This design comes from an exercise in tuning for small area and few clock cycles on the open sky130 flow, not from production work.
RTL that was checked went through simulation tests only; none was proved equivalent to the original.
Only the layout flow was run in runs 1, 2, 6 and 7; the RTL was not checked for function there.
Power figures rest on the tool's default switching activity, not on a simulated workload.

===== run.sh =====
#!/bin/bash
# synth_recipe.tcl (not shown) runs the flow's synth.tcl, then flattens the netlist and writes it again
# the make line also repeats each setting of config.mk as NAME=value (left out here)
make -C /OpenROAD-flow-scripts/flow DESIGN_CONFIG=/design/flow/config.mk WORK_HOME=/design/flow/orfs CLKGATE_MAP_FILE= SYNTH_SCRIPT=/design/flow/synth_recipe.tcl finish

===== config.mk =====
export PLATFORM = sky130hd
export DESIGN_NAME = dmem
export DESIGN_NICKNAME = dmem
export VERILOG_FILES = /design/flow/design.v
export SDC_FILE = /design/flow/constraint.sdc
export NUM_CORES = 4
export LEC_CHECK = 0
export CAP_MARGIN = 20
export CORE_MARGIN = 2
export CORE_UTILIZATION = 40
export CTS_BUF_LIST = sky130_fd_sc_hd__clkbuf_4
export SLEW_MARGIN = 20

===== constraint.sdc =====
create_clock -name core_clock -period 10.0 [get_ports {clock}]
set_input_delay 2.0000 -clock core_clock [delete_from_list [all_inputs] [get_ports {clock}]]
set_output_delay 2.0000 -clock core_clock [all_outputs]
set_load 0.01 [all_outputs]

===== design.v =====
`default_nettype none
package dmem_pkg;
    localparam int rob_w       = 5;
    localparam int prf_w       = 6;
    localparam int cache_lines = 32;  
    localparam logic [1:0] bus_none  = 2'h0;
    localparam logic [1:0] bus_load  = 2'h1;  
    localparam logic [1:0] bus_store = 2'h2;
    localparam logic [1:0] size_byte   = 2'h0;
    localparam logic [1:0] size_half   = 2'h1;
    localparam logic [1:0] size_word   = 2'h2;
    localparam logic [1:0] size_double = 2'h3;
    typedef union packed {
        logic [15:0] word;
        struct packed {
            logic [7:0] tag;
            logic [4:0] index;
            logic [2:0] offset;
        } fields;
    } dmem_addr_t;
    function automatic logic [31:0] load_align(
        input logic [63:0] blk,
        input logic [2:0]  offset,
        input logic [1:0]  size
    );
        logic [63:0] sh;
        sh = blk >> {offset, 3'b000};
        case (size)
            size_byte: load_align = {24'h0, sh[7:0]};
            size_half: load_align = {16'h0, sh[15:0]};
            default:   load_align = sh[31:0];  
        endcase
    endfunction
    function automatic logic [31:0] load_align_nat(
        input logic [63:0] blk,
        input logic [2:0]  offset,
        input logic [1:0]  size
    );
        logic [7:0]  b0;
        logic [7:0]  b1;
        logic [15:0] hi;
        b0 = blk[{offset, 3'b000} +: 8];
        b1 = blk[{offset[2:1], 4'b1000} +: 8];
        hi = offset[2] ? blk[63:48] : blk[31:16];
        load_align_nat = {size[1] ? hi : 16'h0, size != size_byte ? b1 : 8'h0, b0};
    endfunction
endpackage
`default_nettype wire
`timescale 1ns/1ps
`default_nettype none
module lsq #(
    parameter int n = 4,
    parameter bit byp_over_st = 1'b1
) (
    input  logic                               clock,
    input  logic                               reset,
    input  logic                               except,
    input  logic                               ld_en,
    input  logic [1:0]                         ld_size,
    input  logic [dmem_pkg::rob_w-1:0]         ld_rob_idx,
    input  logic [dmem_pkg::prf_w-1:0]         ld_prf_idx,
    input  logic                               st_en,
    input  logic [1:0]                         st_size,
    input  logic [31:0]                        st_data,
    input  logic [dmem_pkg::rob_w-1:0]         st_rob_idx,
    input  logic                               commit,
    input  logic                               alu_is_valid,
    input  logic [dmem_pkg::rob_w-1:0]         alu_rob_idx,
    input  logic [31:0]                        alu_data,
    input  logic [3:0]                         mem2proc_response,
    input  logic [63:0]                        mem2proc_data,
    input  logic [3:0]                         mem2proc_tag,
    output logic                               can_take,
    output logic                               cdb_valid_out,
    output logic [31:0]                        cdb_data_out,
    output logic [dmem_pkg::prf_w-1:0]         cdb_prf_idx_out,
    output logic [dmem_pkg::rob_w-1:0]         cdb_rob_idx_out,
    output logic [1:0]                         dmem_command,
    output logic [15:0]                        dmem_addr,
    output logic [1:0]                         dmem_size,
    output logic [63:0]                        dmem_data
);
    localparam int cw = $clog2(n + 1);
    logic [n-1:0]               e_valid;
    logic [n-1:0]               e_st;      
    logic [n-1:0]               e_ak;      
    logic [n-1:0]               e_iss;     
    logic [15:0]                e_addr  [n];
    logic [1:0]                 e_size  [n];
    logic [dmem_pkg::rob_w-1:0] e_rob   [n];
    logic [31:0]                e_pay   [n];  
    logic [n-1:0]               e_older [n];
    logic [cw-1:0]              credits;      
    logic [n-1:0] older_m [n];
    always_comb begin
        for (int e = 0; e < n; e++) older_m[e] = e_older[e] & ~(n'(1) << e);
    end
    logic flush;
    assign flush = reset || except;
    logic [n-1:0] amatch;    
    logic [n-1:0] same_blk;  
    logic         a_st;      
    logic [n-1:0] a_row;     
    always_comb begin
        a_st  = 1'b0;
        a_row = '0;
        for (int e = 0; e < n; e++) begin
            amatch[e]   = alu_is_valid && e_valid[e] && !e_ak[e] && e_rob[e] == alu_rob_idx;
            same_blk[e] = e_addr[e][15:3] == alu_data[15:3];
            if (amatch[e]) begin
                a_st  = a_st | e_st[e];
                a_row = a_row | older_m[e];
            end
        end
        a_row = a_row & (~e_ak | same_blk);
    end
    logic [n-1:0] l_ready;
    logic [n-1:0] ld_pick;
    logic [n-1:0] st_head;
    logic         ld_go;
    logic         byp_ok;
    logic         byp_go;
    logic         st_want;
    logic         st_go;
    logic [n-1:0] bus_sel;
    logic         accepted;
    logic [n-1:0] written;
    always_comb begin
        ld_pick = '0;
        for (int e = 0; e < n; e++) begin
            l_ready[e] = e_valid[e] && !e_st[e] && e_ak[e] && !e_iss[e] && older_m[e] == '0;
            st_head[e] = e_valid[e] && e_st[e] && older_m[e] == '0;
        end
        for (int e = n - 1; e >= 0; e--) begin
            if (l_ready[e]) ld_pick = n'(1) << e;
        end
    end
    assign ld_go   = |l_ready;
    assign byp_ok  = |amatch && !a_st && a_row == '0;
    assign st_want = |st_head && (credits != '0 || commit);
    assign st_go   = st_want && !ld_go && !(byp_over_st && byp_ok);
    assign byp_go  = byp_ok && !ld_go && !st_go;
    assign bus_sel = st_go ? st_head : ld_pick;
    always_comb begin
        dmem_addr = '0;
        dmem_size = '0;
        dmem_data = '0;
        for (int e = 0; e < n; e++) begin
            if (bus_sel[e]) begin
                dmem_addr = dmem_addr | e_addr[e];
                dmem_size = dmem_size | e_size[e];
            end
            if (st_head[e]) dmem_data[31:0] = dmem_data[31:0] | e_pay[e];
        end
        if (byp_go) dmem_addr = alu_data[15:0];
    end
    assign dmem_command = st_go ? dmem_pkg::bus_store :
                          (ld_go || byp_go) ? dmem_pkg::bus_load : dmem_pkg::bus_none;
    assign accepted = mem2proc_response != 4'h0;
    assign written  = (st_go && accepted) ? st_head : '0;
    logic [n-1:0] hit;
    logic [2:0]   r_off;
    logic [1:0]   r_size;
    always_comb begin
        r_off           = '0;
        r_size          = '0;
        cdb_prf_idx_out = '0;
        cdb_rob_idx_out = '0;
        for (int e = 0; e < n; e++) begin
            hit[e] = e_valid[e] && e_iss[e] && e_pay[e][9:6] == mem2proc_tag;
            if (hit[e]) begin
                r_off           = r_off | e_addr[e][2:0];
                r_size          = r_size | e_size[e];
                cdb_prf_idx_out = cdb_prf_idx_out | e_pay[e][5:0];
                cdb_rob_idx_out = cdb_rob_idx_out | e_rob[e];
            end
        end
    end
    assign cdb_valid_out = |hit;
    assign cdb_data_out  = dmem_pkg::load_align_nat(mem2proc_data, r_off, r_size);
    logic [n-1:0] alloc;
    logic [n-1:0] leave;
    logic [n-1:0] valid_nx;
    always_comb begin
        alloc = '0;
        for (int e = n - 1; e >= 0; e--) begin
            if (!e_valid[e]) alloc = n'(1) << e;
        end
        if (!(ld_en || st_en)) alloc = '0;
        leave    = hit | written;
        valid_nx = (e_valid | alloc) & ~leave;
    end
    always_ff @(posedge clock) begin
        if (flush) begin
            e_valid  <= '0;
            credits  <= '0;
            can_take <= 1'b1;
        end else begin
            e_valid  <= valid_nx;
            credits  <= credits + cw'(commit) - cw'(|written);
            can_take <= !(&valid_nx);
        end
    end
    always_ff @(posedge clock) begin
        for (int e = 0; e < n; e++) begin
            e_older[e] <= older_m[e] & ~written;
            if (amatch[e]) begin
                e_ak[e]   <= 1'b1;
                e_addr[e] <= alu_data[15:0];
                if (!e_st[e]) e_older[e] <= a_row & ~written;
            end
            if (a_st && !e_st[e] && e_ak[e]) begin
                e_older[e] <= older_m[e] & ~written & ~(amatch & ~{n{same_blk[e]}});
            end
            if (accepted && ((ld_go && !st_go && ld_pick[e]) || (byp_go && amatch[e]))) begin
                e_iss[e]      <= 1'b1;
                e_pay[e][9:6] <= mem2proc_response;
            end
            if (alloc[e]) begin
                e_st[e]    <= st_en;
                e_ak[e]    <= 1'b0;
                e_iss[e]   <= 1'b0;
                e_size[e]  <= ld_en ? ld_size : st_size;
                e_rob[e]   <= ld_en ? ld_rob_idx : st_rob_idx;
                e_pay[e]   <= ld_en ? {26'h0, ld_prf_idx} : st_data;
                e_older[e] <= e_valid & e_st & ~written;
            end
        end
    end
endmodule
`default_nettype wire
`timescale 1ns/1ps
`default_nettype none
module dmem #(
    parameter int lsq_size = 8
) (
    input  logic                               clock,
    input  logic                               reset,
    input  logic                               except,
    input  logic                               ld_en,
    input  logic [1:0]                         ld_size,
    input  logic [dmem_pkg::rob_w-1:0]         ld_rob_idx,
    input  logic [dmem_pkg::prf_w-1:0]         ld_prf_idx,
    input  logic                               st_en,
    input  logic [1:0]                         st_size,
    input  logic [31:0]                        st_data,
    input  logic [dmem_pkg::rob_w-1:0]         st_rob_idx,
    input  logic                               commit,
    input  logic                               alu_is_valid,
    input  logic [dmem_pkg::rob_w-1:0]         alu_rob_idx,
    input  logic [31:0]                        alu_data,
    input  logic [3:0]                         mem2proc_response,  
    input  logic [63:0]                        mem2proc_data,
    input  logic [3:0]                         mem2proc_tag,
    output logic [$clog2(lsq_size):0]          lsq_num_free,
    output logic                               cdb_valid_out,
    output logic [31:0]                        cdb_data_out,
    output logic [dmem_pkg::prf_w-1:0]         cdb_prf_idx_out,
    output logic [dmem_pkg::rob_w-1:0]         cdb_rob_idx_out,
    output logic [1:0]                         dmem_command,
    output logic [15:0]                        dmem_addr,
    output logic [1:0]                         dmem_size,
    output logic [63:0]                        dmem_data
);
    logic can_take;
    lsq lsq_inst (
        .clock, .reset, .except,
        .ld_en, .ld_size, .ld_rob_idx, .ld_prf_idx,
        .st_en, .st_size, .st_data, .st_rob_idx,
        .commit,
        .alu_is_valid, .alu_rob_idx, .alu_data,
        .mem2proc_response, .mem2proc_data, .mem2proc_tag,
        .can_take,
        .cdb_valid_out, .cdb_data_out, .cdb_prf_idx_out, .cdb_rob_idx_out,
        .dmem_command, .dmem_addr, .dmem_size, .dmem_data
    );
    assign lsq_num_free = {{$clog2(lsq_size){1'b0}}, can_take};
endmodule
`default_nettype wire

==> metrics.yaml, run 1 <==
num_rows: 66
p_sw_mw: 0.5830
peakVddDrop_uv: 82.91
reg2reg_slack_ps: 5230
setup_tns_ps: 0
worst_pin_slew_ps: 1162
synth_seq_cells: 252
wl_per_cell_um: 21.88
path_clk_slew_ps: 60
track_usage_pct: 23.65
synth_common_cells: "224 x edfxtp_1, 135 x nand2_1, 106 x a22oi_1"
grt_max_degree: 43
min_path_type: "flip-flop to flip-flop"
floorplan.core_area_um2: 32700
required_ps: 8000
syn_area_per_cell_um2: 11.27
path_max_fanout: 32
fill_cells: 2962
regArea_um2: 7287
reg2reg_depth: 18
r2r_end: "lsq_inst.credits[2]"
clockBufferDepth: 3
slew_headroom_pct: 22.50
die_h_um: 186.6
crit_arrival_ps: 6380
whs_ps: 485.6
leakagePower_nw: 6.061
synth.most_common_cell: "edfxtp_1"
grt_setup_unrepaired: "false"
fmaxAchievable_mhz: 119.3
synthDominantCellAreaShare_pct: 50.44
cts_hold_buffers: 0
period_needed_ps: 8381
switching_share_pct: 24.40
hold_viol_final: 0
fp.dieW_um: 186.6
drc_errors: 0
p_int_mw: 1.806
htreeDepth: 3
startpoint_type: "input pin"
cts_resized: 0
p_comb_share_pct: 9.2
synth_cell_types: 70
synth_area_leaders: "edfxtp_1 50%, a22oi_1 6.0%, dfxtp_1 4.2%, mux2i_1 4.2%, nand2_1 3.8%"
ys.flop_type: "edfxtp_1"
top_level_ports: 300
cts_sinks: 252
cp-end-kind: "output port"
yosysTopAreaCell: "edfxtp_1"
dp_hpwl_um: 28160
fin_ws_ps: 1619
p_seq_share_pct: 50.3
startpoint: "mem2proc_tag[0]"
async_flop_share_pct: 0
drt-vias-per-instance: 5.579
post_cts_buffers: 0
finalCritPeriodShare_pct: 83.81
yosysWarnings: 7
drt-total-wl_um: 42350
firstDrtPassIters: 6
dp_slack_ps: 1540
drive_gt1_share_pct: 12.88
final_nets: 1609
setup_violations: 0
grt_pass1_wl_um: 63750
clockRootBuffer: "clkbuf_4"
maxCapViolations: 0
areaGrowthSynthToFinish_pct: 27.41
status: "timing/DRC/antenna clean"
synthCells: 1183
crit_path_end: "cdb_data_out[11]"
finish.utilization_pct: 51.96
dieArea_um2: 34820
grt_remaining_overflow: 0
synth-edff-count: 224
ys_seq_area_share_pct: 54.64
r2r-start: "lsq_inst.e_valid[3]"
antenna_found_initial: 6
num_vias: 10800
power_density_nw_per_um2: 140.6
slew_violations: 0
synth_area_um2: 13340
start_util_pct: 40.78
grt_pass1_vias: 11040
cts_tree: "done"
gp_congestion: 0.8783
multi_input_area_um2: 5520
fin_skew_ps: 58.06
ant_nets: 0
clkPwrFrac_pct: 40.5
drt-initial-drc-count: 877
critical_path_class: "input pin to output port"
port_buffers: 248
numCtsBuffers: 71
clk_latency_ps: 690
[metal layers]
metal | wire length (um) | up-vias | track usage, %
li1 | - | 4970 | -
met1 | 16860 | 5128 | 29.12
met5 | 39 | - | 0
met4 | 1215 | 6 | 8.822
met2 | 19850 | 607 | 39.02
met3 | 4381 | 85 | 7.429
[flip-flops by register name (all words and copies together), names as in the netlist]
name,cells
lsq_inst.e_size,8
lsq_inst.e_valid,4
lsq_inst.can_take,1
lsq_inst.e_rob,20
lsq_inst.e_iss,4
lsq_inst.e_pay,128
lsq_inst.e_addr,64
lsq_inst.e_st,4
lsq_inst.credits,3
lsq_inst.e_ak,4
lsq_inst.e_older,12
[per-stage QoR]
stage | power, mW | std cells | area, um2
6_report | 2.389 | 1935 | 16990
5_1_grt | 2.496 | 1935 | 16990
4_1_cts | 2.412 | 1933 | 16990
3_5_place_dp | 1.443 | 1807 | 16060
3_3_place_gp | 1.440 | 1807 | 16060
2_1_floorplan | 1.333 | 1217 | 13460
[cell families (layout without fill, tap and decap cells)]
kind of cell | count (synthesis) | after routing | synth area share [%]
mux | 77 | 77 | 5.976
other cells | 1 | 37 | 0.02812
compound gates | 266 | 266 | 14.54
flops | 252 | 252 | 54.64
fa+ha+maj | 3 | 3 | 0.3377
simple gates | 358 | 358 | 13.42
buf+inv | 139 | 413 | 5.347
xor+xnor | 87 | 87 | 5.713
[power by group through the flow]
stage	logic [mW]	clock network, mW	registers, mW
after global placement	0.217	0	1.22
after CTS	0.221	0.989	1.20
after floorplan	0.115	0	1.22
after global routing	0.238	1.05	1.20
after detailed placement	0.219	0	1.22
final	0.220	0.967	1.20
[how the worst min path moves through the flow]
| stage | endpoint | depth (start not counted) | start |
|---|---|---|---|
| floorplan | lsq_inst.e_iss[2] | 2 | lsq_inst.e_iss[2] |
| global placement | lsq_inst.e_iss[2] | 2 | lsq_inst.e_iss[2] |
| detailed placement | lsq_inst.e_iss[2] | 2 | lsq_inst.e_iss[2] |
| CTS | lsq_inst.e_iss[2] | 2 | lsq_inst.e_iss[2] |
| global route | lsq_inst.e_iss[2] | 2 | lsq_inst.e_iss[2] |
| finish | lsq_inst.e_iss[2] | 2 | lsq_inst.e_iss[2] |
[final cells by class]
cell class | count | share of cell area (%)
Sequential cell | 252 | 42.88
Tap cell | 442 | 3.255
Clock buffer | 105 | 4.639
Clock inverter | 21 | 0.8173
Inverter | 19 | 0.4271
Timing Repair Buffer | 268 | 15.46
Antenna cell | 2 | 0.02945
Multi-Input combinational cell | 826 | 32.49
[critical path: stages]
cell             delay (ps)
clkdlybuf4s50_1         610
inv_2                    60
a222oi_1                300
and4b_1                 870
a222oi_1                370
nand2_2                 820
mux2i_1                 240
mux2i_1                 330
nor2b_1                 210
clkdlybuf4s50_1         560
[placed cells by master, fill, tap and decap left out, drive strengths merged, types with 3 or more instances in the layout]
cell type and count:
clkdlybuf4s50 247, edfxtp 224, nand2 137, a22oi 106, clkbuf 105, mux2i 56, nor2 56, xor2 47
xnor2 40, nor2b 36, conb 35, o21ai 35, a21oi 34, dfxtp 28, nor3 26, nand3 25
a222oi 25, mux2 21, buf 21, o211ai 19, clkinv 19, and3 18, inv 17, nor4 16
nand4 12, a31oi 11, a211oi 8, nand2b 7, or2 7, nand4b 4, o211a 3, or3 3
a221oi 3, a2bb2oi 3, clkinvlp 3, or4 3, and4 3
==> run 2: changes to the inputs <==
==> flow/run.sh (new file) <==
#!/bin/bash
# The standard layout, with the smallest buffer on every port instead of the
# resizer's default pick. Each tool's output stays in the logs ORFS writes
# under orfs/logs/; make's own output goes to flow_make.log.
set -euo pipefail
export BUFFER_PORTS_ARGS="-buffer_cell sky130_fd_sc_hd__buf_1"
bash standard.sh > flow_make.log 2>&1
==> standard.sh (new file) <==
#!/bin/bash
# synth_recipe.tcl (not shown) runs the flow's synth.tcl, then flattens the netlist and writes it again
# the make line also repeats each setting of config.mk as NAME=value (left out here)
make -C /OpenROAD-flow-scripts/flow DESIGN_CONFIG=/design/flow/config.mk WORK_HOME=/design/flow/orfs CLKGATE_MAP_FILE= SYNTH_SCRIPT=/design/flow/synth_recipe.tcl "${@:-finish}"
removed: run.sh
==> run 2 against run 1 <==
  * Clock skew about the same
  * Design area down 9.0%
  * Utilization decreased by 4.7 points
  * Synthesized area unchanged
  * Still clean on timing, DRC and antenna
  * Highest routed layer unchanged
  * Total power fell by 2.4%
  * Via count decreased by 0.32%
  * Sequential power about the same
  * Register-to-register slack gained 110 ps
  * Count of clock-buffer cells in the layout down 1
==> metrics.yaml, run 2 <==
grt_pass1_wl_um: 62180
areaGrowthSynthToFinish_pct: 15.89
drc_errors: 0
final_nets: 1611
required_ps: 8000
fp.dieW_um: 186.6
cts_tree: "done"
grt_max_degree: 43
setup_tns_ps: 0
final_cell_mix: "247 x buf_1, 224 x edfxtp_1, 135 x nand2_1, 106 x a22oi_1, 104 x clkbuf_4"
slew_violations: 0
drt-total-wl_um: 41420
drt-vias-per-instance: 5.558
place_inst: 1810
num_rows: 66
finalCritPeriodShare_pct: 74.23
ys.flop_type: "edfxtp_1"
num_vias: 10760
grt_remaining_overflow: 0
wl_per_cell_um: 21.39
largest_registers: "lsq_inst.e_pay x128, lsq_inst.e_addr x64, lsq_inst.e_rob x20"
async_flop_share_pct: 0
grt_setup_unrepaired: "false"
min_path_type: "flip-flop to flip-flop"
clk_latency_ps: 710
track_usage_pct: 23.20
design_area_um2: 15460
total_power_mw: 2.333
floorplan.core_area_um2: 32700
setup_violations: 0
status: "timing/DRC/antenna clean"
crit_arrival_ps: 5420
post_cts_buffers: 0
p_sw_mw: 0.5586
startpoint_type: "input pin"
yosysWarnings: 7
largest_reg_flops: 128
gp_congestion: 0.9232
dp_hpwl_um: 27400
synth.most_common_cell: "edfxtp_1"
start_util_pct: 40.78
ys_seq_area_share_pct: 54.64
synth_area_leaders: "edfxtp_1 50%, a22oi_1 6.0%, dfxtp_1 4.2%, mux2i_1 4.2%, nand2_1 3.8%"
path_max_fanout: 32
hold_viol_final: 0
drt-initial-drc-count: 954
synth_cell_types: 70
htreeDepth: 3
power_density_nw_per_um2: 150.9
numCtsBuffers: 70
top_level_ports: 300
antenna_found_initial: 8
leakagePower_nw: 5.448
clockBufferDepth: 3
period_needed_ps: 7423
synth-edff-count: 224
synthCells: 1183
largest-register: "lsq_inst.e_pay"
firstDrtPassIters: 6
p_seq_share_pct: 51.6
die_h_um: 186.6
synth_seq_cells: 252
ant_nets: 0
clkPwrFrac_pct: 41.0
p_int_mw: 1.774
fin_skew_ps: 58.38
maxCapViolations: 0
clockRootBuffer: "clkbuf_4"
final_cells: 1936
cts_sinks: 252
peakVddDrop_uv: 134.5
whs_ps: 486.6
syn_area_per_cell_um2: 11.27
switching_share_pct: 23.94
drive_gt1_share_pct: 12.69
grt_pass1_vias: 10740
synthDominantCellAreaShare_pct: 50.44
p_comb_share_pct: 7.5
path_clk_slew_ps: 70
yosysTopAreaCell: "edfxtp_1"
critical_path_class: "input pin to output port"
final_common_cell: "buf_1"
cp-end-kind: "output port"
dieArea_um2: 34820
synth_area_um2: 13340
cts_resized: 0
placed_area_um2: 14540
slew_headroom_pct: 24.29
synth_common_cells: "224 x edfxtp_1, 135 x nand2_1, 106 x a22oi_1"
worst_pin_slew_ps: 1134
port_buffers: 248
cts_hold_buffers: 0
fmaxAchievable_mhz: 134.7
## run 2: cell counts after synthesis
Identical to the previous run, type by type.
## run 2: layer usage
layer  up-vias  track usage (%)  wire (um)
met2       609            38.52      19470
li1       4968                -          -
met3        75            6.432       4252
met4         8            8.547        941
met1      5101            28.97      16690
met5         -                0         57
## run 2: path summary, 6_finish.rpt
path                       startpoint                   to  slack, ps  cells past startpoint
setup reg to reg  lsq_inst.e_valid[0]  lsq_inst.credits[2]       5340                     17
setup / recovery      mem2proc_tag[2]      cdb_data_out[5]       2580                     10
hold reg to reg     lsq_inst.e_iss[2]    lsq_inst.e_iss[2]        490                      2
hold / removal      lsq_inst.e_iss[2]    lsq_inst.e_iss[2]        490                      2
## run 2: cell families after synthesis
| logic type | Yosys count | synth area share, % |
|---|---|---|
| multiplexers | 77 | 5.976 |
| AO/OA/AOI/OAI | 266 | 14.54 |
| flip-flops | 252 | 54.64 |
| other | 1 | 0.02812 |
| buffers and inverters | 139 | 5.347 |
| AND/OR/NAND/NOR | 358 | 13.42 |
| adder cells (fa/ha/maj) | 3 | 0.3377 |
| XOR/XNOR | 87 | 5.713 |
## run 2: power groups by stage
stage	clock network (mW)	logic, mW	registers (mW)
floorplan	0	0.115	1.22
global placement	0	0.171	1.22
detailed placement	0	0.174	1.22
CTS	0.978	0.175	1.20
global route	1.04	0.193	1.21
finish	0.956	0.175	1.20
## run 2: critical path, stage by stage
cell and delay [ps]:
buf_1 250, xor2_1 270, nor4_4 80, buf_4 230
a222oi_1 760, nand2_2 720, mux2i_1 550, mux2i_1 140
mux2_2 280, buf_1 130
## run 2: area by class of cell
cell class                 count  area, um2
fill                        3092      17250
sequential                   252       7287
multi-input combinational    826       5520
timing repair buffer         271       1105
clock buffer                 104      780.7
tap                          442      553.0
clock inverter                17      125.1
inverter                      19      72.57
antenna                        5      12.51
## run 2: stage by stage
step,setup WS [ps],util [%]
6_report,2577,47.26
5_1_grt,2400,47.26
4_1_cts,2567,47.23
3_5_place_dp,2578,44.46
3_3_place_gp,2606,44.46
2_1_floorplan,3506,-
==> run 3: changes to the inputs <==
--- a/design.v
+++ b/design.v
@@ -50,6 +50,6 @@
 `default_nettype none
 module lsq #(
-    parameter int n = 4,
-    parameter bit byp_over_st = 1'b1
+    parameter int n  = 3,
+    parameter int nf = 3
 ) (
     input  logic                               clock,
@@ -85,5 +85,4 @@
     logic [n-1:0]               e_st;      
     logic [n-1:0]               e_ak;      
-    logic [n-1:0]               e_iss;     
     logic [15:0]                e_addr  [n];
     logic [1:0]                 e_size  [n];
@@ -92,4 +91,10 @@
     logic [n-1:0]               e_older [n];
     logic [cw-1:0]              credits;      
+    logic [nf-1:0]              f_valid;
+    logic [3:0]                 f_tag   [nf];
+    logic [2:0]                 f_off   [nf];
+    logic [1:0]                 f_size  [nf];
+    logic [dmem_pkg::rob_w-1:0] f_rob   [nf];
+    logic [dmem_pkg::prf_w-1:0] f_prf   [nf];
     logic [n-1:0] older_m [n];
     always_comb begin
@@ -115,19 +120,23 @@
         a_row = a_row & (~e_ak | same_blk);
     end
-    logic [n-1:0] l_ready;
-    logic [n-1:0] ld_pick;
-    logic [n-1:0] st_head;
-    logic         ld_go;
-    logic         byp_ok;
-    logic         byp_go;
-    logic         st_want;
-    logic         st_go;
-    logic [n-1:0] bus_sel;
-    logic         accepted;
-    logic [n-1:0] written;
+    logic [n-1:0]  l_ready;
+    logic [n-1:0]  ld_pick;
+    logic [n-1:0]  st_head;
+    logic [nf-1:0] f_free1;   
+    logic          f_room;
+    logic          ld_go;
+    logic          byp_ok;
+    logic          byp_go;
+    logic          st_want;
+    logic          st_go;
+    logic [n-1:0]  bus_sel;
+    logic          accepted;
+    logic [n-1:0]  written;
+    logic [n-1:0]  sent;      
+    logic [nf-1:0] f_alloc;
     always_comb begin
         ld_pick = '0;
         for (int e = 0; e < n; e++) begin
-            l_ready[e] = e_valid[e] && !e_st[e] && e_ak[e] && !e_iss[e] && older_m[e] == '0;
+            l_ready[e] = e_valid[e] && !e_st[e] && e_ak[e] && older_m[e] == '0;
             st_head[e] = e_valid[e] && e_st[e] && older_m[e] == '0;
         end
@@ -135,9 +144,14 @@
             if (l_ready[e]) ld_pick = n'(1) << e;
         end
-    end
-    assign ld_go   = |l_ready;
-    assign byp_ok  = |amatch && !a_st && a_row == '0;
+        f_free1 = '0;
+        for (int f = nf - 1; f >= 0; f--) begin
+            if (!f_valid[f]) f_free1 = nf'(1) << f;
+        end
+    end
+    assign f_room  = !(&f_valid);
+    assign ld_go   = |l_ready && f_room;
+    assign byp_ok  = |amatch && !a_st && a_row == '0 && f_room;
     assign st_want = |st_head && (credits != '0 || commit);
-    assign st_go   = st_want && !ld_go && !(byp_over_st && byp_ok);
+    assign st_go   = st_want && !ld_go && !byp_ok;
     assign byp_go  = byp_ok && !ld_go && !st_go;
     assign bus_sel = st_go ? st_head : ld_pick;
@@ -159,7 +173,26 @@
     assign accepted = mem2proc_response != 4'h0;
     assign written  = (st_go && accepted) ? st_head : '0;
-    logic [n-1:0] hit;
-    logic [2:0]   r_off;
-    logic [1:0]   r_size;
+    assign sent     = !accepted ? '0 : ld_go ? ld_pick : byp_go ? amatch : '0;
+    assign f_alloc  = (|sent) ? f_free1 : '0;
+    logic [2:0]                 m_off;
+    logic [1:0]                 m_size;
+    logic [dmem_pkg::rob_w-1:0] m_rob;
+    logic [dmem_pkg::prf_w-1:0] m_prf;
+    always_comb begin
+        m_size = '0;
+        m_rob  = '0;
+        m_prf  = '0;
+        for (int e = 0; e < n; e++) begin
+            if (sent[e]) begin
+                m_size = m_size | e_size[e];
+                m_rob  = m_rob | e_rob[e];
+                m_prf  = m_prf | e_pay[e][5:0];
+            end
+        end
+        m_off = dmem_addr[2:0];
+    end
+    logic [nf-1:0] hit;
+    logic [2:0]    r_off;
+    logic [1:0]    r_size;
     always_comb begin
         r_off           = '0;
@@ -167,11 +200,11 @@
         cdb_prf_idx_out = '0;
         cdb_rob_idx_out = '0;
-        for (int e = 0; e < n; e++) begin
-            hit[e] = e_valid[e] && e_iss[e] && e_pay[e][9:6] == mem2proc_tag;
-            if (hit[e]) begin
-                r_off           = r_off | e_addr[e][2:0];
-                r_size          = r_size | e_size[e];
-                cdb_prf_idx_out = cdb_prf_idx_out | e_pay[e][5:0];
-                cdb_rob_idx_out = cdb_rob_idx_out | e_rob[e];
+        for (int f = 0; f < nf; f++) begin
+            hit[f] = f_valid[f] && f_tag[f] == mem2proc_tag;
+            if (hit[f]) begin
+                r_off           = r_off | f_off[f];
+                r_size          = r_size | f_size[f];
+                cdb_prf_idx_out = cdb_prf_idx_out | f_prf[f];
+                cdb_rob_idx_out = cdb_rob_idx_out | f_rob[f];
             end
         end
@@ -180,5 +213,4 @@
     assign cdb_data_out  = dmem_pkg::load_align_nat(mem2proc_data, r_off, r_size);
     logic [n-1:0] alloc;
-    logic [n-1:0] leave;
     logic [n-1:0] valid_nx;
     always_comb begin
@@ -188,14 +220,15 @@
         end
         if (!(ld_en || st_en)) alloc = '0;
-        leave    = hit | written;
-        valid_nx = (e_valid | alloc) & ~leave;
+        valid_nx = (e_valid | alloc) & ~(written | sent);
     end
     always_ff @(posedge clock) begin
         if (flush) begin
             e_valid  <= '0;
+            f_valid  <= '0;
             credits  <= '0;
             can_take <= 1'b1;
         end else begin
             e_valid  <= valid_nx;
+            f_valid  <= (f_valid & ~hit) | f_alloc;
             credits  <= credits + cw'(commit) - cw'(|written);
             can_take <= !(&valid_nx);
@@ -203,4 +236,13 @@
     end
     always_ff @(posedge clock) begin
+        for (int f = 0; f < nf; f++) begin
+            if (f_alloc[f]) begin
+                f_tag[f]  <= mem2proc_response;
+                f_off[f]  <= m_off;
+                f_size[f] <= m_size;
+                f_rob[f]  <= m_rob;
+                f_prf[f]  <= m_prf;
+            end
+        end
         for (int e = 0; e < n; e++) begin
             e_older[e] <= older_m[e] & ~written;
@@ -213,12 +255,7 @@
                 e_older[e] <= older_m[e] & ~written & ~(amatch & ~{n{same_blk[e]}});
             end
-            if (accepted && ((ld_go && !st_go && ld_pick[e]) || (byp_go && amatch[e]))) begin
-                e_iss[e]      <= 1'b1;
-                e_pay[e][9:6] <= mem2proc_response;
-            end
             if (alloc[e]) begin
                 e_st[e]    <= st_en;
                 e_ak[e]    <= 1'b0;
-                e_iss[e]   <= 1'b0;
                 e_size[e]  <= ld_en ? ld_size : st_size;
                 e_rob[e]   <= ld_en ? ld_rob_idx : st_rob_idx;
--- a/config.mk
+++ b/config.mk
@@ -6,7 +6,7 @@
 export NUM_CORES = 4
 export LEC_CHECK = 0
+export ABC_AREA = 1
 export CAP_MARGIN = 20
 export CORE_MARGIN = 2
 export CORE_UTILIZATION = 40
-export CTS_BUF_LIST = sky130_fd_sc_hd__clkbuf_4
 export SLEW_MARGIN = 20
==> run 3 against run 2 <==
  * Design area fell by 3.2%
  * Hold slack got worse by 12 ps
  * Critical path depth up 3
  * Combinational power is 6% lower
  * Still clean on timing, DRC and antenna
  * Via count is 3.9% lower
  * Clock skew down 48 ps
  * Largest power group unchanged
  * Synthesized cell count grew 23%
==> metrics.yaml, run 3 <==
gp_congestion: 0.9123
critical_path_class: "input pin to output port"
setup_tns_ps: 0
drt-initial-drc-count: 559
period_needed_ps: 7059
worst_pin_slew_ps: 980.0
finish.utilization_pct: 47.41
syn_area_per_cell_um2: 8.817
dp_hpwl_um: 24920
async_flop_share_pct: 0
port_buffers: 248
yosysTopAreaCell: "edfxtp_1"
fp.dieW_um: 182.9
clkPwrFrac_pct: 43.9
cts_resized: 0
numCtsBuffers: 27
synth_seq_cells: 246
ant_nets: 0
switching_share_pct: 21.96
place_inst: 2071
min_path_type: "flip-flop to flip-flop"
synth-edff-count: 228
yosysWarnings: 12
fin_skew_ps: 10.60
fin_ws_ps: 2941
synthCells: 1452
dieArea_um2: 33450
drive_gt1_share_pct: 6.864
clk_latency_ps: 530
post_cts_buffers: 0
floorplan.core_area_um2: 31560
fill_cells: 3085
r2r-start: "lsq_inst.e_valid[0]"
path_max_fanout: 28
htreeDepth: 1
drt-total-wl_um: 34560
synth_area_leaders: "edfxtp_1 53%, nand2_1 12%, inv_1 5.3%, nor2_1 4.7%, nand3_1 3.7%"
synth_common_cells: "393 x nand2_1, 228 x edfxtp_1, 180 x inv_1"
required_ps: 8000
placed_area_um2: 14020
synthDominantCellAreaShare_pct: 53.48
peakVddDrop_uv: 127.0
drc_errors: 0
drt-vias-per-instance: 4.875
slew_violations: 0
cts_hold_buffers: 0
grt_pass1_vias: 9732
grt_pass1_wl_um: 52220
firstDrtPassIters: 5
reg2reg_depth: 10
final_common_cell: "nand2_1"
final_cells: 2122
synth_cell_types: 47
ys_seq_area_share_pct: 56.29
total_power_mw: 2.376
cts_tree: "done"
cp-end-kind: "output port"
clockRootBuffer: "clkbuf_16"
leakagePower_nw: 6.193
wl_per_cell_um: 16.29
p_comb_share_pct: 6.9
track_usage_pct: 20.04
top_level_ports: 300
num_rows: 65
final_nets: 1868
areaGrowthSynthToFinish_pct: 16.86
largest-register: "lsq_inst.e_pay"
p_sw_mw: 0.5217
antenna_found_initial: 1
design_area_um2: 14960
grt_remaining_overflow: 0
cts_sinks: 246
clockBufferDepth: 3
fmaxAchievable_mhz: 141.7
synth_area_um2: 12800
whs_ps: 474.6
regArea_um2: 7207
ys.flop_type: "edfxtp_1"
startpoint: "mem2proc_tag[3]"
start_util_pct: 40.57
power_density_nw_per_um2: 158.8
crit_arrival_ps: 5060
multi_input_area_um2: 4559
reg2reg_slack_ps: 6250
finalCritPeriodShare_pct: 70.59
setup_violations: 0
crit_path_end: "cdb_data_out[1]"
largest_reg_flops: 96
slew_headroom_pct: 34.27
grt_setup_unrepaired: "false"
hold_viol_final: 0
path_clk_slew_ps: 60
maxCapViolations: 0
num_vias: 10340
p_seq_share_pct: 49.2
synth.most_common_cell: "nand2_1"
startpoint_type: "input pin"
status: "timing/DRC/antenna clean"
final_cell_mix: "393 x nand2_1, 247 x buf_1, 228 x edfxtp_1, 180 x inv_1, 160 x nor2_1"
r2r_end: "lsq_inst.f_prf[2][5]"
largest_registers: "lsq_inst.e_pay x96, lsq_inst.e_addr x48, lsq_inst.f_prf x18"
min_from: "lsq_inst.credits[1]"
die_h_um: 182.9
grt_max_degree: 41
dp_slack_ps: 2860
p_int_mw: 1.854
[run 3: cell types whose count changed in the layout (fill, tap and decap cells not counted), moves of 36 or more]
cell / previous run / this run
inv_1: 15 / 180
a22oi_1: 106 / 0
a21oi_1: 34 / 74
xor2_1: 47 / 4
nand2_1: 135 / 393
mux2i_1: 56 / 0
clkbuf_4: 104 / 0
o21ai_0: 31 / 67
nand3_1: 25 / 95
nor2_1: 54 / 160
[run 3: final cells by class]
type | count | area share, %
inverter | 195 | 4.909
tap | 402 | 3.362
timing repair buffer | 259 | 6.783
sequential | 246 | 48.17
multi-input combinational | 969 | 30.48
clock buffer | 29 | 4.566
clock inverter | 21 | 1.714
antenna | 1 | 0.01673
[run 3: cells by family (layout without fill, tap and decap cells)]
group                      after synthesis  after routing  share of synthesized area (%)
AOI/OAI and AO/OA                      205            205                          8.962
adders and majority gates                2              2                         0.1954
DFF                                    246            246                          56.29
xor gates and xnor gates                15             15                          1.026
other                                    1             36                        0.02929
buffers and inverters                  271            504                          9.275
muxes                                   13             13                          1.143
and+or+nand+nor                        699            699                          23.07
[run 3: routing by layer]
layer	GRT usage [%]	vias to the layer above	share of wire (%)
met5	0	-	0
li1	-	5216	-
met3	3.932	54	7.2
met1	24.36	4718	41
met2	35.79	356	49
met4	6.496	0	2.5
[run 3: how the worst min path moves through the flow]
| stage | to | cells past startpoint |
|---|---|---|
| CTS | lsq_inst.credits[1] | 1 |
| detailed placement | lsq_inst.credits[1] | 1 |
| global route | lsq_inst.credits[1] | 1 |
| floorplan | lsq_inst.credits[1] | 1 |
| finish | lsq_inst.credits[1] | 1 |
| global placement | lsq_inst.credits[1] | 1 |
[run 3: power by group through the flow]
stage	registers, mW	clock network, mW	logic [mW]
2_1_floorplan	1.19	0	0.106
3_3_place_gp	1.19	0	0.160
3_5_place_dp	1.19	0	0.164
4_1_cts	1.17	1.06	0.165
5_1_grt	1.17	1.11	0.184
6_report	1.17	1.04	0.164
[run 3: critical path: stages]
cell and delay, ps:
buf_1 200, xor2_1 170, nor2_1 50, nand3_1 180, inv_1 340, nand2_1 170, nand3_2 450, inv_1 740
o21ai_0 160, o21ai_0 170, nand2_1 60, nand2_1 150, buf_1 180
Testbench counts of run 3, summed over its fixed seeds: cycles 48,498.
==> run 4: changes to the inputs <==
--- a/config.mk
+++ b/config.mk
@@ -6,5 +6,4 @@
 export NUM_CORES = 4
 export LEC_CHECK = 0
-export ABC_AREA = 1
 export CAP_MARGIN = 20
 export CORE_MARGIN = 2
==> run 4 against run 3 <==
  * Hold slack gained 53 ps
  * Critical path depth decreased by 1
  * Register-to-register slack got worse by 520 ps
  * Global-route usage fell by 1.6 points
  * Synthesized cell count is 38% lower
  * Sequential power is essentially flat
  * First-iteration DRC count down 3.8%
  * Fmax fell by 7.7%
  * Design area is 8.6% lower
  * Clock skew grew 0.87 ps
  * Combinational power is 22% lower
  * Critical endpoint is now dmem_addr[0]
==> metrics.yaml, run 4 <==
clk_latency_ps: 520
cp-end-kind: "output port"
cts_resized: 0
whs_ps: 527.4
fill_cells: 2627
drive_gt1_share_pct: 8.781
p_seq_share_pct: 54.7
die_h_um: 174.4
clockRootBuffer: "clkbuf_16"
antenna_found_initial: 4
maxCapViolations: 0
synth_area_um2: 11610
grt_setup_unrepaired: "false"
min_path_type: "flip-flop to flip-flop"
crit_top_cell: "buf_1"
crit_path_max_incr_delay_ps: 690
grt_max_degree: 42
num_vias: 8022
gp_congestion: 0.8387
drt-vias-per-instance: 5.149
worst_pin_slew_ps: 950.1
fin_ws_ps: 2351
cts_tree: "done"
period_needed_ps: 7649
dp_slack_ps: 2314
ys_seq_area_share_pct: 62.06
largest-register: "lsq_inst.e_pay"
start_util_pct: 40.57
critical_path_class: "input pin to output port"
areaGrowthSynthToFinish_pct: 17.72
ant_nets: 0
path_max_fanout: 26
clockBufferDepth: 3
fmaxAchievable_mhz: 130.7
cts_hold_buffers: 0
ys.flop_type: "edfxtp_1"
yosysWarnings: 12
switching_share_pct: 21.45
slew_headroom_pct: 36.43
p_comb_share_pct: 6.0
yosysTopAreaCell: "edfxtp_1"
finalCritPeriodShare_pct: 76.49
synth_area_leaders: "edfxtp_1 59%, mux2i_1 3.4%, nand2_1 3.1%, dfxtp_1 3.1%, xor2_1 2.7%"
cts_sinks: 246
wl_per_cell_um: 18.59
drc_errors: 0
worstPathCellList: "buf_1, xor2_1, or4_4, nor4_4, buf_4, nor3_1, a2111oi_4, nand3_4, a21oi_2, a22o_1, a221o_1, buf_1"
p_sw_mw: 0.4589
track_usage_pct: 18.40
largest_registers: "lsq_inst.e_pay x96, lsq_inst.e_addr x48, lsq_inst.f_prf x18"
drt-initial-drc-count: 538
slew_violations: 0
dp_hpwl_um: 20120
synth_cell_types: 54
fin_skew_ps: 11.46
largest_reg_flops: 96
required_ps: 8000
grt_remaining_overflow: 0
final_common_cell: "buf_1"
fp.dieW_um: 174.4
synthDominantCellAreaShare_pct: 58.95
async_flop_share_pct: 0
critPathSlowestCell: "a21oi_2"
dieArea_um2: 30410
num_rows: 62
synth_common_cells: "228 x edfxtp_1, 97 x nand2_1, 53 x nor2_1"
htreeDepth: 1
port_buffers: 248
synth_seq_cells: 246
startpoint_type: "input pin"
syn_area_per_cell_um2: 12.89
path_clk_slew_ps: 60
clkPwrFrac_pct: 39.4
hold_viol_final: 0
floorplan.core_area_um2: 28630
crit_arrival_ps: 5650
drt-total-wl_um: 28960
leakagePower_nw: 4.868
final_nets: 1324
synthCells: 901
setup_tns_ps: 0
firstDrtPassIters: 6
top_level_ports: 300
finish.utilization_pct: 47.76
setup_violations: 0
post_cts_buffers: 0
grt_pass1_vias: 7873
power_density_nw_per_um2: 156.5
status: "timing/DRC/antenna clean"
final_cell_mix: "247 x buf_1, 228 x edfxtp_1, 96 x nand2_1, 49 x nor2_1, 39 x mux2i_1"
p_int_mw: 1.681
numCtsBuffers: 25
grt_pass1_wl_um: 43640
peakVddDrop_uv: 127.3
synth.most_common_cell: "edfxtp_1"
synth-edff-count: 228
[run 4: cell type report]
type | instances | area [um2] | area share [%]
clock buffer | 39 | 698.2 | 5.107
inverter | 32 | 120.1 | 0.8786
clock inverter | 7 | 37.54 | 0.2745
sequential | 246 | 7207 | 52.71
multi-input combinational | 579 | 4029 | 29.47
antenna | 1 | 2.502 | 0.01830
timing repair buffer | 270 | 1097 | 8.026
tap | 384 | 480.5 | 3.514
[run 4: cell families after synthesis]
kind of cell / share of synthesized area, %
AO/OA/AOI/OAI: 10.62
XOR/XNOR: 5.128
adder cells (fa/ha/maj): 0.2154
buffers and inverters: 5.031
flip-flops: 62.06
multiplexers: 5.925
other: 0.03229
AND/OR/NAND/NOR: 10.99
[run 4: stage by stage]
stage | total power, mW | cell area [um2] | cells
after floorplan | 1.268 | 11740 | 935
after global placement | 1.317 | 12920 | 1511
after CTS | 2.157 | 13660 | 1557
after detailed placement | 1.319 | 12920 | 1511
final | 2.140 | 13670 | 1558
after global routing | 2.216 | 13670 | 1558
[run 4: path summary, 6_finish.rpt]
path / from / end / slack (ps) / cells past startpoint
worst max-delay path: alu_rob_idx[1] / dmem_addr[0] / 2350 / 12
worst min-delay path: lsq_inst.e_ak[0] / lsq_inst.e_ak[0] / 530 / 2
worst max register to register: lsq_inst.e_rob[0][1] / lsq_inst.f_prf[1][5] / 5730 / 12
worst min register to register: lsq_inst.e_ak[0] / lsq_inst.e_ak[0] / 530 / 2
[run 4: critical path: cells and delay by family]
family / cells / cell delay [ps]
AOI/OAI and AO/OA: 4 / 1590
xor gates and xnor gates: 1 / 170
buffers and inverters: 3 / 720
and+or+nand+nor: 4 / 1120
[run 4: power by group through the flow]
stage | Sequential (mW) | Clock [mW] | Combinational (mW)
2_1_floorplan | 1.19 | 0 | 0.0818
3_3_place_gp | 1.19 | 0 | 0.127
3_5_place_dp | 1.19 | 0 | 0.128
4_1_cts | 1.17 | 0.858 | 0.129
5_1_grt | 1.17 | 0.901 | 0.143
6_report | 1.17 | 0.842 | 0.128
[run 4: layer usage]
| metal | up-vias | track usage, % | routed length (um) |
|---|---|---|---|
| met2 | 328 | 33.53 | 14780 |
| met4 | 6 | 4.412 | 527 |
| met3 | 44 | 4.024 | 2348 |
| met5 | - | 0 | 37 |
| li1 | 3837 | - | - |
| met1 | 3807 | 22.08 | 11260 |
==> run 5: changes to the inputs <==
==> run.sh (new file) <==
#!/bin/bash
# synth_recipe.tcl (not shown) runs the flow's synth.tcl, then flattens the netlist and writes it again
# the make line also repeats each setting of config.mk as NAME=value (left out here)
make -C /OpenROAD-flow-scripts/flow DESIGN_CONFIG=/design/flow/config.mk WORK_HOME=/design/flow/orfs CLKGATE_MAP_FILE= SYNTH_SCRIPT=/design/flow/synth_recipe.tcl finish
removed: flow/run.sh
removed: standard.sh
==> run 5 against run 4 <==
  * Still clean on timing, DRC and antenna
  * Flip-flop and latch count stayed put
  * Global-route usage grew 0.90 points
  * Utilization is 5.7 points higher
  * Design area grew 12%
  * Clock skew grew 1.1 ps
  * Routed wire length grew 4.1%
  * Register-to-register slack better by 90 ps
  * Clock power increased by 8.1%
  * Worst setup slack worse by 720 ps
  * Die area stayed put
  * Critical path type unchanged
  * Critical endpoint is now dmem_addr[1]
  * Largest cell class unchanged
==> metrics.yaml, run 5 <==
setup_tns_ps: 0
synth_seq_cells: 246
peakVddDrop_uv: 158.1
fin_skew_ps: 12.59
cts_tree: "done"
regArea_um2: 7207
clk_latency_ps: 520
floorplan.core_area_um2: 28630
cp_top_family: "compound AO/OA/AOI/OAI gates"
critical_path_class: "input pin to output port"
whs_ps: 529.1
largest_registers: "lsq_inst.e_pay x96, lsq_inst.e_addr x48, lsq_inst.f_prf x18"
gp_congestion: 0.8750
fill_cells: 2433
synth_cell_types: 54
clockRootBuffer: "clkbuf_16"
setup_violations: 0
grt_setup_unrepaired: "false"
status: "timing/DRC/antenna clean"
power_density_nw_per_um2: 147.2
hold_viol_final: 0
ant_nets: 0
design_area_um2: 15290
antenna_found_initial: 2
finalCritPeriodShare_pct: 83.72
reg2reg_slack_ps: 5820
synth_area_um2: 11610
crit_path_max_incr_delay_ps: 770
grt_remaining_overflow: 0
top_level_ports: 300
path_clk_slew_ps: 60
grt_pass1_wl_um: 45510
syn_area_per_cell_um2: 12.89
multi_input_area_um2: 4024
required_ps: 8000
path_max_fanout: 25
critPathSlowestCell: "a31o_1"
period_needed_ps: 8372
place_inst: 1512
synth.most_common_cell: "edfxtp_1"
slew_violations: 0
largest_reg_flops: 96
reg2reg_depth: 12
r2r-start: "lsq_inst.e_rob[0][1]"
placed_area_um2: 14490
total_power_mw: 2.252
drt-total-wl_um: 30140
r2r_end: "lsq_inst.f_rob[2][1]"
numCtsBuffers: 25
min_path_type: "flip-flop to flip-flop"
cts_hold_buffers: 0
grt_pass1_vias: 8009
firstDrtPassIters: 10
drt-vias-per-instance: 5.196
drive_gt1_share_pct: 9.114
final_nets: 1325
drc_errors: 0
slew_headroom_pct: 33.64
areaGrowthSynthToFinish_pct: 31.70
cts_resized: 0
maxCapViolations: 0
dp_hpwl_um: 20650
crit_path_end: "dmem_addr[1]"
clockBufferDepth: 3
fp.dieW_um: 174.4
final_common_cell: "clkdlybuf4s50_1"
worstPathCellList: "clkdlybuf4s50_1, xor2_1, or4_4, nor4_4, buf_4, a22o_1, a22oi_1, nand3_4, a31o_1, a22o_1, a221o_1, clkdlybuf4s50_1"
yosysWarnings: 12
htreeDepth: 1
post_cts_buffers: 0
synth-edff-count: 228
die_h_um: 174.4
start_util_pct: 40.57
crit_arrival_ps: 6370
grt_max_degree: 43
largest-register: "lsq_inst.e_pay"
num_vias: 8101
final_cells: 1559
worst_pin_slew_ps: 991.9
cp.depth: 12
num_rows: 62
cts_sinks: 246
dieArea_um2: 30410
startpoint: "alu_rob_idx[1]"
synth_common_cells: "228 x edfxtp_1, 97 x nand2_1, 53 x nor2_1"
fmaxAchievable_mhz: 119.4
yosysTopAreaCell: "edfxtp_1"
drt-initial-drc-count: 434
leakagePower_nw: 5.535
wl_per_cell_um: 19.33
path_buf_inv: 3
startpoint_type: "input pin"
synthCells: 901
track_usage_pct: 19.30
synth_area_leaders: "edfxtp_1 59%, mux2i_1 3.4%, nand2_1 3.1%, dfxtp_1 3.1%, xor2_1 2.7%"
port_buffers: 248
final_cell_mix: "247 x clkdlybuf4s50_1, 228 x edfxtp_1, 96 x nand2_1, 49 x nor2_1, 39 x mux2i_1"
ys.flop_type: "edfxtp_1"
cp-end-kind: "output port"
ys_seq_area_share_pct: 62.06
synthDominantCellAreaShare_pct: 58.95
async_flop_share_pct: 0
[run 5: cell counts after synthesis]
No cell type changed its count.
[run 5: power by group]
| group | total, mW | internal (mW) | switching, mW |
|---|---|---|---|
| Sequential | 1.17 | 1.15 | 0.0163 |
| Clock | 0.910 | 0.538 | 0.371 |
| Combinational | 0.172 | 0.0928 | 0.0796 |
| Total | 2.25 | 1.78 | 0.467 |
[run 5: final cells by class]
cell class,instances,area share [%]
timing repair buffer,271,17.38
clock inverter,15,1.014
antenna,1,0.01636
inverter,32,0.7853
multi-input combinational,579,26.31
clock buffer,31,4.238
tap,384,3.141
sequential,246,47.12
[run 5: how the worst min path moves through the flow]
stage	from	to	slack, ps	cells past startpoint
2_1_floorplan	lsq_inst.e_ak[0]	lsq_inst.e_ak[0]	440	2
3_3_place_gp	lsq_inst.f_valid[2]	lsq_inst.f_valid[2]	500	2
3_5_place_dp	lsq_inst.f_valid[2]	lsq_inst.f_valid[2]	520	2
4_1_cts	lsq_inst.f_valid[2]	lsq_inst.f_valid[2]	530	2
5_1_grt	lsq_inst.f_valid[2]	lsq_inst.f_valid[2]	550	2
6_report	lsq_inst.f_valid[2]	lsq_inst.f_valid[2]	530	2
[run 5: kinds of logic after synthesis]
family,share of synthesized area [%]
xor+xnor,5.128
mux,5.925
simple gates,10.99
fa+ha+maj,0.2154
compound gates,10.62
other cells,0.03229
flops,62.06
buf+inv,5.031
[run 5: worst register-to-register path, cell delays in order (launching register included)]
cell      delay [ps]
edfxtp_1         400
xor2_1           160
or4_4            530
nor4_4           350
buf_4            420
a22o_1           220
a22oi_1          160
nand3_4          200
o22ai_1           90
buf_4            210
nor3_1           680
nor2_2           270
buf_8            240
[run 5: metal layers]
layer  wire (um)  GRT usage, %  vias to the layer above
li1            -             -                     3843
met1       11680         22.83                     3876
met2       15140         34.61                      339
met3        2733         5.184                       41
met4         576         5.077                        2
met5          11             0                        -
[run 5: stage by stage]
stage	setup WS [ps]	util (%)
after detailed placement	1644	50.62
final	1628	53.43
after CTS	1605	53.42
after global placement	1664	50.55
after global routing	1409	53.43
after floorplan	3034	-
==> run 6: changes to the inputs <==
--- a/design.v
+++ b/design.v
@@ -120,4 +120,24 @@
         a_row = a_row & (~e_ak | same_blk);
     end
+    logic [nf-1:0] hit;
+    logic [2:0]    r_off;
+    logic [1:0]    r_size;
+    always_comb begin
+        r_off           = '0;
+        r_size          = '0;
+        cdb_prf_idx_out = '0;
+        cdb_rob_idx_out = '0;
+        for (int f = 0; f < nf; f++) begin
+            hit[f] = f_valid[f] && f_tag[f] == mem2proc_tag;
+            if (hit[f]) begin
+                r_off           = r_off | f_off[f];
+                r_size          = r_size | f_size[f];
+                cdb_prf_idx_out = cdb_prf_idx_out | f_prf[f];
+                cdb_rob_idx_out = cdb_rob_idx_out | f_rob[f];
+            end
+        end
+    end
+    assign cdb_valid_out = |hit;
+    assign cdb_data_out  = dmem_pkg::load_align_nat(mem2proc_data, r_off, r_size);
     logic [n-1:0]  l_ready;
     logic [n-1:0]  ld_pick;
@@ -146,8 +166,8 @@
         f_free1 = '0;
         for (int f = nf - 1; f >= 0; f--) begin
-            if (!f_valid[f]) f_free1 = nf'(1) << f;
+            if (!f_valid[f] || hit[f]) f_free1 = nf'(1) << f;
         end
     end
-    assign f_room  = !(&f_valid);
+    assign f_room  = !(&(f_valid & ~hit));
     assign ld_go   = |l_ready && f_room;
     assign byp_ok  = |amatch && !a_st && a_row == '0 && f_room;
@@ -192,24 +212,4 @@
         m_off = dmem_addr[2:0];
     end
-    logic [nf-1:0] hit;
-    logic [2:0]    r_off;
-    logic [1:0]    r_size;
-    always_comb begin
-        r_off           = '0;
-        r_size          = '0;
-        cdb_prf_idx_out = '0;
-        cdb_rob_idx_out = '0;
-        for (int f = 0; f < nf; f++) begin
-            hit[f] = f_valid[f] && f_tag[f] == mem2proc_tag;
-            if (hit[f]) begin
-                r_off           = r_off | f_off[f];
-                r_size          = r_size | f_size[f];
-                cdb_prf_idx_out = cdb_prf_idx_out | f_prf[f];
-                cdb_rob_idx_out = cdb_rob_idx_out | f_rob[f];
-            end
-        end
-    end
-    assign cdb_valid_out = |hit;
-    assign cdb_data_out  = dmem_pkg::load_align_nat(mem2proc_data, r_off, r_size);
     logic [n-1:0] alloc;
     logic [n-1:0] valid_nx;
@@ -230,5 +230,5 @@
         end else begin
             e_valid  <= valid_nx;
-            f_valid  <= (f_valid & ~hit) | f_alloc;
+            f_valid  <= (f_valid & ~hit) | f_alloc;   
             credits  <= credits + cw'(commit) - cw'(|written);
             can_take <= !(&valid_nx);
==> flow/run.sh (new file) <==
#!/bin/bash
# The standard layout, with the smallest buffer on every port instead of the
# resizer's default pick. Each tool's output stays in the logs ORFS writes
# under orfs/logs/; make's own output goes to flow_make.log.
set -euo pipefail
export BUFFER_PORTS_ARGS="-buffer_cell sky130_fd_sc_hd__buf_1"
bash standard.sh > flow_make.log 2>&1
==> standard.sh (new file) <==
#!/bin/bash
# synth_recipe.tcl (not shown) runs the flow's synth.tcl, then flattens the netlist and writes it again
# the make line also repeats each setting of config.mk as NAME=value (left out here)
make -C /OpenROAD-flow-scripts/flow DESIGN_CONFIG=/design/flow/config.mk WORK_HOME=/design/flow/orfs CLKGATE_MAP_FILE= SYNTH_SCRIPT=/design/flow/synth_recipe.tcl "${@:-finish}"
--- a/config.mk
+++ b/config.mk
@@ -9,3 +9,5 @@
 export CORE_MARGIN = 2
 export CORE_UTILIZATION = 40
+export CTS_BUF_LIST = sky130_fd_sc_hd__clkbuf_8
+export CTS_CLUSTER_SIZE = 30
 export SLEW_MARGIN = 20
removed: run.sh
==> run 6 against run 5 <==
  * Utilization is 5.6 points lower
  * Combinational power decreased by 19%
  * Global-route usage hardly changed
  * Worst setup slack gained 400 ps
  * Via count up 1.9%
  * Clock power is 7.9% lower
  * Final cell count up 3.3%
  * Flip-flop and latch count unchanged
  * Hold slack lost 6.5 ps
  * Routed wire length is 0.44% lower
  * Critical path type unchanged
  * Highest routed layer is now met4
==> metrics.yaml, run 6 <==
status: "timing/DRC/antenna clean"
final_cell_mix: "247 x buf_1, 228 x edfxtp_1, 115 x nand2_1, 70 x inv_1, 55 x a22oi_1"
drt-vias-per-instance: 5.122
floorplan.core_area_um2: 28700
gp_congestion: 0.9134
finalCritPeriodShare_pct: 79.71
leakagePower_nw: 4.854
p_seq_share_pct: 54.5
setup_violations: 0
p_comb_share_pct: 6.5
critical_path_class: "input pin to output port"
power_density_nw_per_um2: 156.6
peakVddDrop_uv: 106.4
grtUsageMet1_pct: 23.45
largest_registers: "lsq_inst.e_pay x96, lsq_inst.e_addr x48, lsq_inst.f_prf x18"
cp-end-kind: "output port"
clockRootBuffer: "clkbuf_8"
final_common_cell: "buf_1"
regArea_um2: 7207
drc_errors: 0
use_met2_pct: 33.40
worstPathCellList: "buf_1, xnor2_1, nand4_1, nor4_4, buf_4, a22oi_1, o21a_1, and4_4, o31ai_4, a22oi_1, o211ai_1, buf_1"
num_vias: 8251
cts_sinks: 246
synth_common_cells: "228 x edfxtp_1, 115 x nand2_1, 55 x a22oi_1"
path_clk_slew_ps: 60
synthCells: 931
synth_area_leaders: "edfxtp_1 59%, nand2_1 3.7%, a22oi_1 3.5%, xnor2_1 3.2%, dfxtp_1 3.1%"
ys_seq_area_share_pct: 61.69
synth_seq_cells: 246
synth-edff-count: 228
top_level_ports: 300
p_sw_mw: 0.4947
die_h_um: 174.9
crit_path_max_incr_delay_ps: 860
fill_cells: 2686
drt-total-wl_um: 30010
clk_latency_ps: 570
startpoint: "alu_rob_idx[2]"
multi_input_area_um2: 4001
cts_resized: 0
grt_setup_unrepaired: "false"
ys.flop_type: "edfxtp_1"
slew_headroom_pct: 32.66
reg2reg_slack_ps: 5520
grt_remaining_overflow: 0
whs_ps: 522.6
post_cts_buffers: 0
htreeDepth: 2
hold_viol_final: 0
grt_pass1_wl_um: 45650
critPathSlowestCell: "o31ai_4"
clockBufferDepth: 3
cts_hold_buffers: 0
port_buffers: 248
syn_area_per_cell_um2: 12.55
cp.depth: 12
wl_per_cell_um: 18.63
start_util_pct: 40.70
synth.most_common_cell: "edfxtp_1"
final_nets: 1363
crit_arrival_ps: 5970
setup_tns_ps: 0
antenna_found_initial: 3
largest_reg_flops: 96
crit_path_end: "dmem_addr[0]"
grt_pass1_vias: 8189
track_usage_pct: 19.30
async_flop_share_pct: 0
areaGrowthSynthToFinish_pct: 17.40
yosysWarnings: 12
p_int_mw: 1.653
slew_violations: 0
cp_top_family: "compound AO/OA/AOI/OAI gates"
path_buf_inv: 3
met3_usage_pct: 4.569
fp.dieW_um: 174.9
synth_cell_types: 56
clkPwrFrac_pct: 39.0
whs_path_depth: 2
drive_gt1_share_pct: 9.150
grt_max_degree: 45
startpoint_type: "input pin"
busiest_layer: "met2"
maxCapViolations: 0
r2r_end: "lsq_inst.f_rob[1][3]"
fin_skew_ps: 44.20
reg2reg_depth: 10
path_max_fanout: 18
dp_hpwl_um: 20800
numCtsBuffers: 41
firstDrtPassIters: 8
period_needed_ps: 7971
required_ps: 8000
ant_nets: 0
yosysTopAreaCell: "edfxtp_1"
min_path_type: "flip-flop to flip-flop"
num_rows: 62
dieArea_um2: 30590
r2r-start: "lsq_inst.e_rob[2][2]"
drt-initial-drc-count: 551
synthDominantCellAreaShare_pct: 58.61
cts_tree: "done"
switching_share_pct: 23.04
worst_pin_slew_ps: 1008
largest-register: "lsq_inst.e_pay"
synth_area_um2: 11680
fmaxAchievable_mhz: 125.5
run 6: changes by cell type after synthesis, sizes merged, moves of 15 or more:
cell    change
a22o       -19
nand2      +18
o211ai     +22
a22oi      +20
a221o      -18
inv        +17
mux2i      -15
run 6: worst min path at each step:
stage | end | slack (ps) | from
CTS | lsq_inst.credits[1] | 530 | lsq_inst.credits[1]
floorplan | lsq_inst.credits[1] | 480 | lsq_inst.credits[1]
detailed placement | lsq_inst.credits[1] | 510 | lsq_inst.credits[1]
finish | lsq_inst.credits[1] | 520 | lsq_inst.credits[1]
global route | lsq_inst.credits[1] | 580 | lsq_inst.credits[1]
global placement | lsq_inst.credits[1] | 500 | lsq_inst.credits[1]
run 6: per-layer routing:
metal	up-vias	wire, um
li1	3936	-
met1	3897	11970
met2	359	14890
met3	59	2262
met4	0	886
met5	-	0
run 6: cell families after synthesis:
family | Yosys count | synth area share [%]
other cells | 1 | 0.03210
xor+xnor | 68 | 5.098
buf+inv | 129 | 5.559
mux | 56 | 5.119
fa+ha+maj | 2 | 0.2142
simple gates | 261 | 10.84
compound gates | 168 | 11.45
flops | 246 | 61.69
run 6: worst reg2reg max path, cell delays in order (launching register included):
cell      delay, ps
edfxtp_1        400
xnor2_1         170
nand4_1         230
nor4_4          790
inv_1           250
a31oi_2         260
and2_1          170
a41o_1          610
nor3_2          200
nor3_2          730
buf_4           350
run 6: final cells by class:
cell class	count	area share, %
inverter	49	1.341
timing repair buffer	265	7.727
clock buffer	42	4.215
multi-input combinational	590	29.17
sequential	246	52.54
antenna	3	0.05473
clock inverter	32	1.441
tap	384	3.503
run 6: per-stage QoR:
| step | utilization [%] | instance area, um2 | cells | total power, mW | setup slack, ps |
|---|---|---|---|---|---|
| finish | 47.79 | 13720 | 1611 | 2.147 | 2029 |
| global route | 47.77 | 13710 | 1609 | 2.240 | 1751 |
| detailed placement | 45.06 | 12930 | 1534 | 1.330 | 1996 |
| CTS | 47.76 | 13710 | 1608 | 2.176 | 1983 |
| floorplan | - | 11810 | 965 | 1.276 | 3298 |
| global placement | 45.06 | 12930 | 1534 | 1.328 | 2067 |
run 6: power by group through the flow:
stage	sequential (mW)	clock [mW]	combinational [mW]
floorplan	1.19	0	0.0892
global placement	1.19	0	0.138
detailed placement	1.19	0	0.140
CTS	1.17	0.865	0.141
global route	1.17	0.912	0.156
finish	1.17	0.838	0.139
==> run 7: changes to the inputs <==
--- a/config.mk
+++ b/config.mk
@@ -9,5 +9,5 @@
 export CORE_MARGIN = 2
 export CORE_UTILIZATION = 40
-export CTS_BUF_LIST = sky130_fd_sc_hd__clkbuf_8
-export CTS_CLUSTER_SIZE = 30
+export CTS_CLUSTER_DIAMETER = 100
+export CTS_CLUSTER_SIZE = 20
 export SLEW_MARGIN = 20
==> run 7 against run 6 <==
  * Still clean
  * Non-clock buffer count is the same
  * Sequential share of layout area grew 1.2 points
  * Clock power shrank 23%
  * Fmax grew 0.12%
  * Sequential power is essentially flat
  * Via count shrank 2.0%
  * Utilization shrank 1.1 points
  * Count of clock-buffer cells in the layout shrank 21
  * Die area is the same
  * Register-to-register slack gained 50 ps
  * Flip-flop and latch count is the same
  * Final cell count shrank 3.2%
  * Critical endpoint is now dmem_addr[2]
==> metrics.yaml, run 7 <==
ant_nets: 0
grt_max_degree: 45
antenna_found_initial: 3
drt-total-wl_um: 29590
fin_ws_ps: 2038
setup_violations: 0
power_density_nw_per_um2: 145.4
start_util_pct: 40.70
dp_hpwl_um: 20800
fp.dieW_um: 174.9
largest-register: "lsq_inst.e_pay"
fmaxAchievable_mhz: 125.6
floorplan.core_area_um2: 28700
path_buf_inv: 3
peakVddDrop_uv: 152.6
startpoint_type: "input pin"
required_ps: 8000
numCtsBuffers: 16
ys_seq_area_share_pct: 61.69
synthCells: 931
min_path_type: "flip-flop to flip-flop"
drive_gt1_share_pct: 6.991
final_nets: 1338
num_rows: 62
crit_path_max_incr_delay_ps: 840
drt-initial-drc-count: 507
status: "timing/DRC/antenna clean"
hold_viol_final: 0
dieArea_um2: 30590
cp-end-kind: "output port"
grt_setup_unrepaired: "false"
num_vias: 8089
synth_area_um2: 11680
clockRootBuffer: "clkbuf_16"
finish.utilization_pct: 46.68
clockBufferDepth: 3
setup_tns_ps: 0
cts_tree: "done"
dp_slack_ps: 1996
slew_headroom_pct: 31.65
finalCritPeriodShare_pct: 79.62
maxCapViolations: 0
fin_skew_ps: 17.19
critPathSlowestCell: "o31ai_4"
syn_area_per_cell_um2: 12.55
htreeDepth: 1
period_needed_ps: 7962
synth_common_cells: "228 x edfxtp_1, 115 x nand2_1, 55 x a22oi_1"
die_h_um: 174.9
async_flop_share_pct: 0
yosysWarnings: 12
grt_pass1_wl_um: 44890
path_clk_slew_ps: 80
largest_registers: "lsq_inst.e_pay x96, lsq_inst.e_addr x48, lsq_inst.f_prf x18"
gp_congestion: 0.9134
crit_arrival_ps: 5960
synth_area_leaders: "edfxtp_1 59%, nand2_1 3.7%, a22oi_1 3.5%, xnor2_1 3.2%, dfxtp_1 3.1%"
cts_resized: 0
top_level_ports: 300
wl_per_cell_um: 18.97
final_cell_mix: "247 x buf_1, 228 x edfxtp_1, 115 x nand2_1, 55 x a22oi_1, 49 x inv_1"
areaGrowthSynthToFinish_pct: 14.69
slew_violations: 0
ys.flop_type: "edfxtp_1"
port_buffers: 248
largest_reg_flops: 96
worstPathCellList: "buf_1, xnor2_1, nand4_1, nor4_4, buf_4, a22oi_1, o21a_1, and4_4, o31ai_4, a22oi_1, o211ai_1, buf_1"
track_usage_pct: 18.87
grt_pass1_vias: 7907
synth.most_common_cell: "edfxtp_1"
drc_errors: 0
critical_path_class: "input pin to output port"
drt-vias-per-instance: 5.185
cts_sinks: 246
grt_remaining_overflow: 0
clk_latency_ps: 500
final_common_cell: "buf_1"
leakagePower_nw: 4.600
synth_cell_types: 56
synth-edff-count: 228
yosysTopAreaCell: "edfxtp_1"
synth_seq_cells: 246
cp_top_family: "compound AO/OA/AOI/OAI gates"
worst_pin_slew_ps: 1025
cts_hold_buffers: 0
post_cts_buffers: 0
firstDrtPassIters: 8
path_max_fanout: 18
synthDominantCellAreaShare_pct: 58.61
==> run 7: cell count changes in the layout (fill, tap and decap cells not counted), moves of 2 or more <==
cell	change
inv_8	-2
inv_1	-21
bufinv_16	-2
clkbuf_16	+17
clkinv_1	-4
clkbuf_8	-42
clkbuf_1	+4
clkinv_2	-2
==> run 7: layout make-up <==
type	count	area, um2
Antenna cell	3	7.507
Sequential cell	246	7207
Clock buffer	21	440.4
Timing Repair Buffer	265	1060
Clock inverter	2	18.77
Tap cell	384	480.5
Fill cell	2697	15300
Inverter	49	183.9
Multi-Input combinational cell	590	4001
==> run 7: final timing paths <==
kind,cells past startpoint,start,slack [ps],endpoint
hold reg to reg,2,lsq_inst.credits[1],520,lsq_inst.credits[1]
hold / removal,2,lsq_inst.credits[1],520,lsq_inst.credits[1]
setup reg to reg,10,lsq_inst.e_rob[2][1],5570,lsq_inst.f_rob[1][1]
setup / recovery,12,alu_rob_idx[2],2040,dmem_addr[2]
==> run 7: layer usage <==
layer / wire length (um) / track usage, %
met1: 12120 / 23.65
met2: 14800 / 33.10
met3: 1985 / 3.851
met4: 691 / 5.313
met5: 0 / 0
==> run 7: metrics by stage <==
stage	cell area, um2	instances	total power, mW	hold WS (ps)
after global routing	13390	1558	2.024	590.9
final	13400	1560	1.948	522.5
after CTS	13390	1557	1.969	534.9
after detailed placement	12930	1534	1.330	509.1
after global placement	12930	1534	1.328	504.2
after floorplan	11810	965	1.276	478.4
==> run 7: cells by family after synthesis <==
family / Yosys count / share of synthesized area, %
AND/OR/NAND/NOR: 261 / 10.84
flip-flops: 246 / 61.69
AO/OA/AOI/OAI: 168 / 11.45
buffers and inverters: 129 / 5.559
XOR/XNOR: 68 / 5.098
multiplexers: 56 / 5.119
adder cells (fa/ha/maj): 2 / 0.2142
other: 1 / 0.03210
==> run 7: where the power goes <==
group	total (mW)	internal (mW)	switching (mW)
combinational	0.139	0.0514	0.0873
sequential	1.17	1.15	0.0153
clock	0.642	0.313	0.330
==> run 7: tightest hold or removal path: stages, from the launching register on <==
cell	delay [ps]
dfxtp_1	340
xnor2_1	80
nor2_1	70
